This is an optimization exercise on Yosys and OpenROAD, whose aim is small area and a short achievable clock period, not a production implementation.
Where RTL was checked, it was by simulation tests only, not by an equivalence proof against the original.
Power is estimated from default activity; no workload was simulated.

==> flow/design.v (excerpt) <==
module vc_circular_buffer #(
    parameter int FLIT_W      = 64,
    parameter int NUM_VC      = 4,
    parameter int BUFFER_SIZE = 8,
    parameter int OFF_THR     = BUFFER_SIZE - 2,
    parameter int ON_THR      = 1,
    localparam int VC_W       = (NUM_VC > 1) ? $clog2(NUM_VC) : 1,
    localparam int CNT_W      = $clog2(BUFFER_SIZE + 1)
) (
    input  logic                    clk,
    input  logic                    rst_n,
    input  logic                    write_i,
    input  logic [VC_W-1:0]         write_vc_i,
    input  logic [FLIT_W-1:0]       input_Data,
    input  logic                    read_i,
    input  logic [VC_W-1:0]         read_vc_i,
    output logic [FLIT_W-1:0]       output_Data,
    output logic [NUM_VC-1:0]       buf_empty,
    output logic [NUM_VC-1:0]       buf_full,
    output logic [NUM_VC-1:0]       buf_On_Off,
    output logic [NUM_VC*CNT_W-1:0] occupancy,
    output logic                    overflow_o,
    output logic                    underflow_o
);
==> module vc_circular_buffer, before the edit <==
module vc_circular_buffer #(
    parameter int FLIT_W      = 64,
    parameter int NUM_VC      = 4,
    parameter int BUFFER_SIZE = 8,
    parameter int OFF_THR     = BUFFER_SIZE - 2,
    parameter int ON_THR      = 1,
    localparam int VC_W       = (NUM_VC > 1) ? $clog2(NUM_VC) : 1,
    localparam int CNT_W      = $clog2(BUFFER_SIZE + 1)
) (
    input  logic                    clk,
    input  logic                    rst_n,
    input  logic                    write_i,
    input  logic [VC_W-1:0]         write_vc_i,
    input  logic [FLIT_W-1:0]       input_Data,
    input  logic                    read_i,
    input  logic [VC_W-1:0]         read_vc_i,
    output logic [FLIT_W-1:0]       output_Data,
    output logic [NUM_VC-1:0]       buf_empty,
    output logic [NUM_VC-1:0]       buf_full,
    output logic [NUM_VC-1:0]       buf_On_Off,
    output logic [NUM_VC*CNT_W-1:0] occupancy,
    output logic                    overflow_o,
    output logic                    underflow_o
);
    localparam int BODY = BUFFER_SIZE - 1;
    localparam logic [CNT_W-1:0] CNT_FULL = CNT_W'(BUFFER_SIZE);
    localparam logic [CNT_W-1:0] CNT_OFF  = CNT_W'(OFF_THR);
    localparam logic [CNT_W-1:0] CNT_ON   = CNT_W'(ON_THR);
    logic [FLIT_W-1:0] head_q [NUM_VC];
    logic [FLIT_W-1:0] body_q [NUM_VC][BODY];
    logic [BODY-1:0]   bwp_q [NUM_VC];
    logic [BODY-1:0]   brp_q [NUM_VC];
    logic [CNT_W-1:0]  count_q [NUM_VC];
    logic [CNT_W-1:0]  count_d [NUM_VC];
    logic [NUM_VC-1:0] wr_dec;
    logic [NUM_VC-1:0] rd_dec;
    logic [NUM_VC-1:0] wr_sel;
    logic [NUM_VC-1:0] rd_sel;
    logic [NUM_VC-1:0] wr_ok;
    logic [NUM_VC-1:0] rd_ok;
    logic [NUM_VC-1:0] head_from_in;
    logic [NUM_VC-1:0] head_from_body;
    logic [NUM_VC-1:0] head_load;
    logic [NUM_VC-1:0] cnt_inc;
    logic [NUM_VC-1:0] cnt_dec;
    logic [NUM_VC-1:0] off_d;
    logic [NUM_VC-1:0] on_d;
    logic [NUM_VC-1:0] body_wr;
    logic [NUM_VC-1:0] on_off_q;
    logic              ovf_hit;
    logic              unf_hit;
    logic              overflow_q;
    logic              underflow_q;
    always_comb begin
        wr_dec    = NUM_VC'(1) << write_vc_i;
        rd_dec    = NUM_VC'(1) << read_vc_i;
        wr_sel    = write_i ? wr_dec : '0;
        rd_sel    = read_i ? rd_dec : '0;
        wr_ok     = '0;
        rd_ok     = '0;
        ovf_hit   = 1'b0;
        unf_hit   = 1'b0;
        buf_empty = '0;
        buf_full  = '0;
        occupancy = '0;
        for (int v = 0; v < NUM_VC; v++) begin
            rd_ok[v] = rd_sel[v] && (count_q[v] != '0);
            wr_ok[v] = wr_sel[v] && ((count_q[v] != CNT_FULL) || rd_ok[v]);
            count_d[v] = count_q[v] + CNT_W'(wr_ok[v]) - CNT_W'(rd_ok[v]);
            if (wr_sel[v] && !wr_ok[v]) ovf_hit = 1'b1;
            if (rd_sel[v] && !rd_ok[v]) unf_hit = 1'b1;
            buf_empty[v] = (count_q[v] == '0);
            buf_full[v]  = (count_q[v] == CNT_FULL);
            occupancy[v*CNT_W +: CNT_W] = count_q[v];
            head_from_in[v]   = wr_sel[v] && ((count_q[v] == '0) ||
                                              (count_q[v] == CNT_W'(1) && rd_sel[v]));
            head_load[v]      = rd_sel[v] || (wr_sel[v] && (count_q[v] == '0));
            head_from_body[v] = rd_ok[v] && (count_q[v] > CNT_W'(1));
            body_wr[v]        = wr_ok[v] && !head_from_in[v];
            cnt_inc[v]        = wr_ok[v] && !rd_ok[v];
            cnt_dec[v]        = rd_ok[v] && !wr_ok[v];
            off_d[v] = ((count_q[v] >= CNT_OFF) && !(count_q[v] == CNT_OFF && cnt_dec[v])) ||
                       (count_q[v] == CNT_OFF - CNT_W'(1) && cnt_inc[v]);
            on_d[v]  = ((count_q[v] <= CNT_ON) && !(count_q[v] == CNT_ON && cnt_inc[v])) ||
                       (count_q[v] == CNT_ON + CNT_W'(1) && cnt_dec[v]);
        end
    end
    logic [FLIT_W-1:0] head_d [NUM_VC];
    for (genvar v = 0; v < NUM_VC; v++) begin : g_head
        logic [BODY:0]          hsel;
        logic [(BODY+1)*FLIT_W-1:0] hsrc;
        always_comb begin
            hsel = {head_from_in[v], (count_q[v] > CNT_W'(1)) ? brp_q[v] : BODY'(0)};
            hsrc[BODY*FLIT_W +: FLIT_W] = input_Data;
            for (int i = 0; i < BODY; i++) hsrc[i*FLIT_W +: FLIT_W] = body_q[v][i];
        end
        vc_onehot_mux #(.N(BODY + 1), .W(FLIT_W)) u_hmux (
            .sel(hsel), .d(hsrc), .y(head_d[v])
        );
    end
    localparam int OUT_SLICES = 8;
    localparam int SLICE_W    = FLIT_W / OUT_SLICES;
    for (genvar s = 0; s < OUT_SLICES; s++) begin : g_out
        logic [NUM_VC-1:0]         ssel;
        logic [NUM_VC*SLICE_W-1:0] sd;
        always_comb
            for (int v = 0; v < NUM_VC; v++) sd[v*SLICE_W +: SLICE_W] = head_q[v][s*SLICE_W +: SLICE_W];
        vc_decode #(.NUM_VC(NUM_VC), .VC_W(VC_W)) u_odec (
            .vc(read_vc_i), .sel(ssel)
        );
        vc_onehot_mux #(.N(NUM_VC), .W(SLICE_W)) u_omux (
            .sel(ssel), .d(sd), .y(output_Data[s*SLICE_W +: SLICE_W])
        );
    end
    always_ff @(posedge clk or negedge rst_n) begin
        if (!rst_n) begin
            for (int v = 0; v < NUM_VC; v++) begin
                bwp_q[v]    <= BODY'(1);
                brp_q[v]    <= BODY'(1);
                count_q[v]  <= '0;
                on_off_q[v] <= 1'b1;
            end
            overflow_q  <= 1'b0;
            underflow_q <= 1'b0;
        end else begin
            for (int v = 0; v < NUM_VC; v++) begin
                if (body_wr[v])        bwp_q[v] <= {bwp_q[v][BODY-2:0], bwp_q[v][BODY-1]};
                if (head_from_body[v]) brp_q[v] <= {brp_q[v][BODY-2:0], brp_q[v][BODY-1]};
                count_q[v] <= count_d[v];
                if (off_d[v]) begin
                    on_off_q[v] <= 1'b0;
                end else if (on_d[v]) begin
                    on_off_q[v] <= 1'b1;
                end
            end
            overflow_q  <= overflow_q | ovf_hit;
            underflow_q <= underflow_q | unf_hit;
        end
    end
    always_ff @(posedge clk) begin
        for (int v = 0; v < NUM_VC; v++) begin
            if (head_load[v]) head_q[v] <= head_d[v];
            for (int i = 0; i < BODY; i++)
                if (body_wr[v] && bwp_q[v][i]) body_q[v][i] <= input_Data;
        end
    end
    assign buf_On_Off  = on_off_q;
    assign overflow_o  = overflow_q;
    assign underflow_o = underflow_q;
endmodule
export LEC_CHECK = 0
export ABC_CLOCK_PERIOD_IN_PS = 3000
export CAP_MARGIN = 20
export CORE_MARGIN = 2
export CORE_UTILIZATION = 40
export CTS_CLUSTER_DIAMETER = 100
export CTS_CLUSTER_SIZE = 26
export SETUP_SLACK_MARGIN = 2.5
export SLEW_MARGIN = 20
export SYNTH_HIERARCHICAL = 1
export TNS_END_PERCENT = 5
create_clock -name core_clock -period 5.5 [get_ports {clk}]
standard.sh (not shown) runs the stock make flow with config.mk's settings and CLKGATE_MAP_FILE= SYNTH_SCRIPT=/design/flow/synth_recipe.tcl, a recipe that flattens the netlist after the stock synthesis.
==> flow/flow/run.sh <==
#!/bin/bash
# The standard layout with three changes: the read_vc_i and output_Data
# pins are placed together on one edge (flow/io.tcl, run before pin
# placement), the port buffers are buf_2 rather than the delay cell
# buffer_ports picks on its own, and the resizer may change a cell's footprint
# when it sizes it.
set -euo pipefail
W=$(pwd)
bash standard.sh PRE_IO_PLACEMENT_TCL="$W/flow/io.tcl" MATCH_CELL_FOOTPRINT=0 \
    BUFFER_PORTS_ARGS="-buffer_cell sky130_fd_sc_hd__buf_2" finish > "$W/standard_flow.log" 2>&1
==> flow/flow/io.tcl <==
# Put the read-VC select in the middle of the data outputs, packed on a short
# stretch of one edge, so the head registers and the output select sit next to
# both and the select nets stay short.
set pins {}
for {set b 0} {$b < 32} {incr b} { lappend pins "output_Data\[$b\]" }
lappend pins {read_vc_i[0]} {read_vc_i[1]}
for {set b 32} {$b < 64} {incr b} { lappend pins "output_Data\[$b\]" }
set_io_pin_constraint -group -order -pin_names $pins -region bottom:140-300
Then changed:
--- a/flow/design.v
+++ b/flow/design.v
@@ -87,13 +87,13 @@
     end
     logic [FLIT_W-1:0] head_d [NUM_VC];
     for (genvar v = 0; v < NUM_VC; v++) begin : g_head
         logic [BODY:0]          hsel;
         logic [(BODY+1)*FLIT_W-1:0] hsrc;
         always_comb begin
-            hsel = {head_from_in[v], (count_q[v] > CNT_W'(1)) ? brp_q[v] : BODY'(0)};
+            hsel = {head_from_in[v], brp_q[v]};
             hsrc[BODY*FLIT_W +: FLIT_W] = input_Data;
             for (int i = 0; i < BODY; i++) hsrc[i*FLIT_W +: FLIT_W] = body_q[v][i];
         end
         vc_onehot_mux #(.N(BODY + 1), .W(FLIT_W)) u_hmux (
             .sel(hsel), .d(hsrc), .y(head_d[v])
         );
@@ -113,22 +113,27 @@
         );
     end
     always_ff @(posedge clk or negedge rst_n) begin
         if (!rst_n) begin
             for (int v = 0; v < NUM_VC; v++) begin
                 bwp_q[v]    <= BODY'(1);
-                brp_q[v]    <= BODY'(1);
+                brp_q[v]    <= '0;
                 count_q[v]  <= '0;
                 on_off_q[v] <= 1'b1;
             end
             overflow_q  <= 1'b0;
             underflow_q <= 1'b0;
         end else begin
             for (int v = 0; v < NUM_VC; v++) begin
                 if (body_wr[v])        bwp_q[v] <= {bwp_q[v][BODY-2:0], bwp_q[v][BODY-1]};
-                if (head_from_body[v]) brp_q[v] <= {brp_q[v][BODY-2:0], brp_q[v][BODY-1]};
+                if (count_d[v] > CNT_W'(1)) begin
+                    if (count_q[v] <= CNT_W'(1))  brp_q[v] <= bwp_q[v];
+                    else if (head_from_body[v])   brp_q[v] <= {brp_q[v][BODY-2:0], brp_q[v][BODY-1]};
+                end else begin
+                    brp_q[v] <= '0;
+                end
                 count_q[v] <= count_d[v];
                 if (off_d[v]) begin
                     on_off_q[v] <= 1'b0;
                 end else if (on_d[v]) begin
                     on_off_q[v] <= 1'b1;
                 end
=> Core utilization hardly moves; via count came out higher slightly; setup slack loses 0.13 ns; die area stays flat; wire length hardly moves; final cell count climbs slightly; total power rose by a quarter to a third; sequential cell count is unchanged; clock skew went down by 0.024 ns; synthesized area is about the same; count of clock-buffer cells in the layout stays the same; register-to-register slack got worse by 0.32 ns; design area barely changes.
For the second run of this note, only the layout was checked, not whether the RTL still works.

-- static timing again, ports no longer ideal --
The flow's constraints put no driver on any port. The routed layouts listed below were extracted and timed again, unchanged, in two steps. Step 1 (the two cells are an assumption about what drives the block):
set clk [get_ports {clk}]
set_driving_cell -lib_cell sky130_fd_sc_hd__clkbuf_16 $clk
set_driving_cell -lib_cell sky130_fd_sc_hd__buf_2 [delete_from_list [all_inputs] $clk]
Step 2 moves the port delays by t, midway between the first and last clock arrival at a register: inputs arrive t later, outputs are due t later. That takes back most of the time a late clock gives input paths. Slacks: no drivers / after step 1 / after step 2; pairs: no drivers / after step 1.
| run | t, ns | setup slack, ns | slew at the worst register clock pin (ns) | worst slew at a driven data input, ns | pins driven straight from the clock port |
|---|---|---|---|---|---|
| the first run | 0.833 | 2.006 / 1.651 / 1.313 | 0.11 / 0.11 | 0.44 | 1 |
| the second run | 0.855 | 1.878 / 1.735 / 1.228 | 0.11 / 0.11 | 0.25 | 1 |
After both steps every run listed still meets setup and hold. For the first run, which loses most, drivers alone change the setup slack by -0.355 ns; drivers and shift together by -0.693 ns.
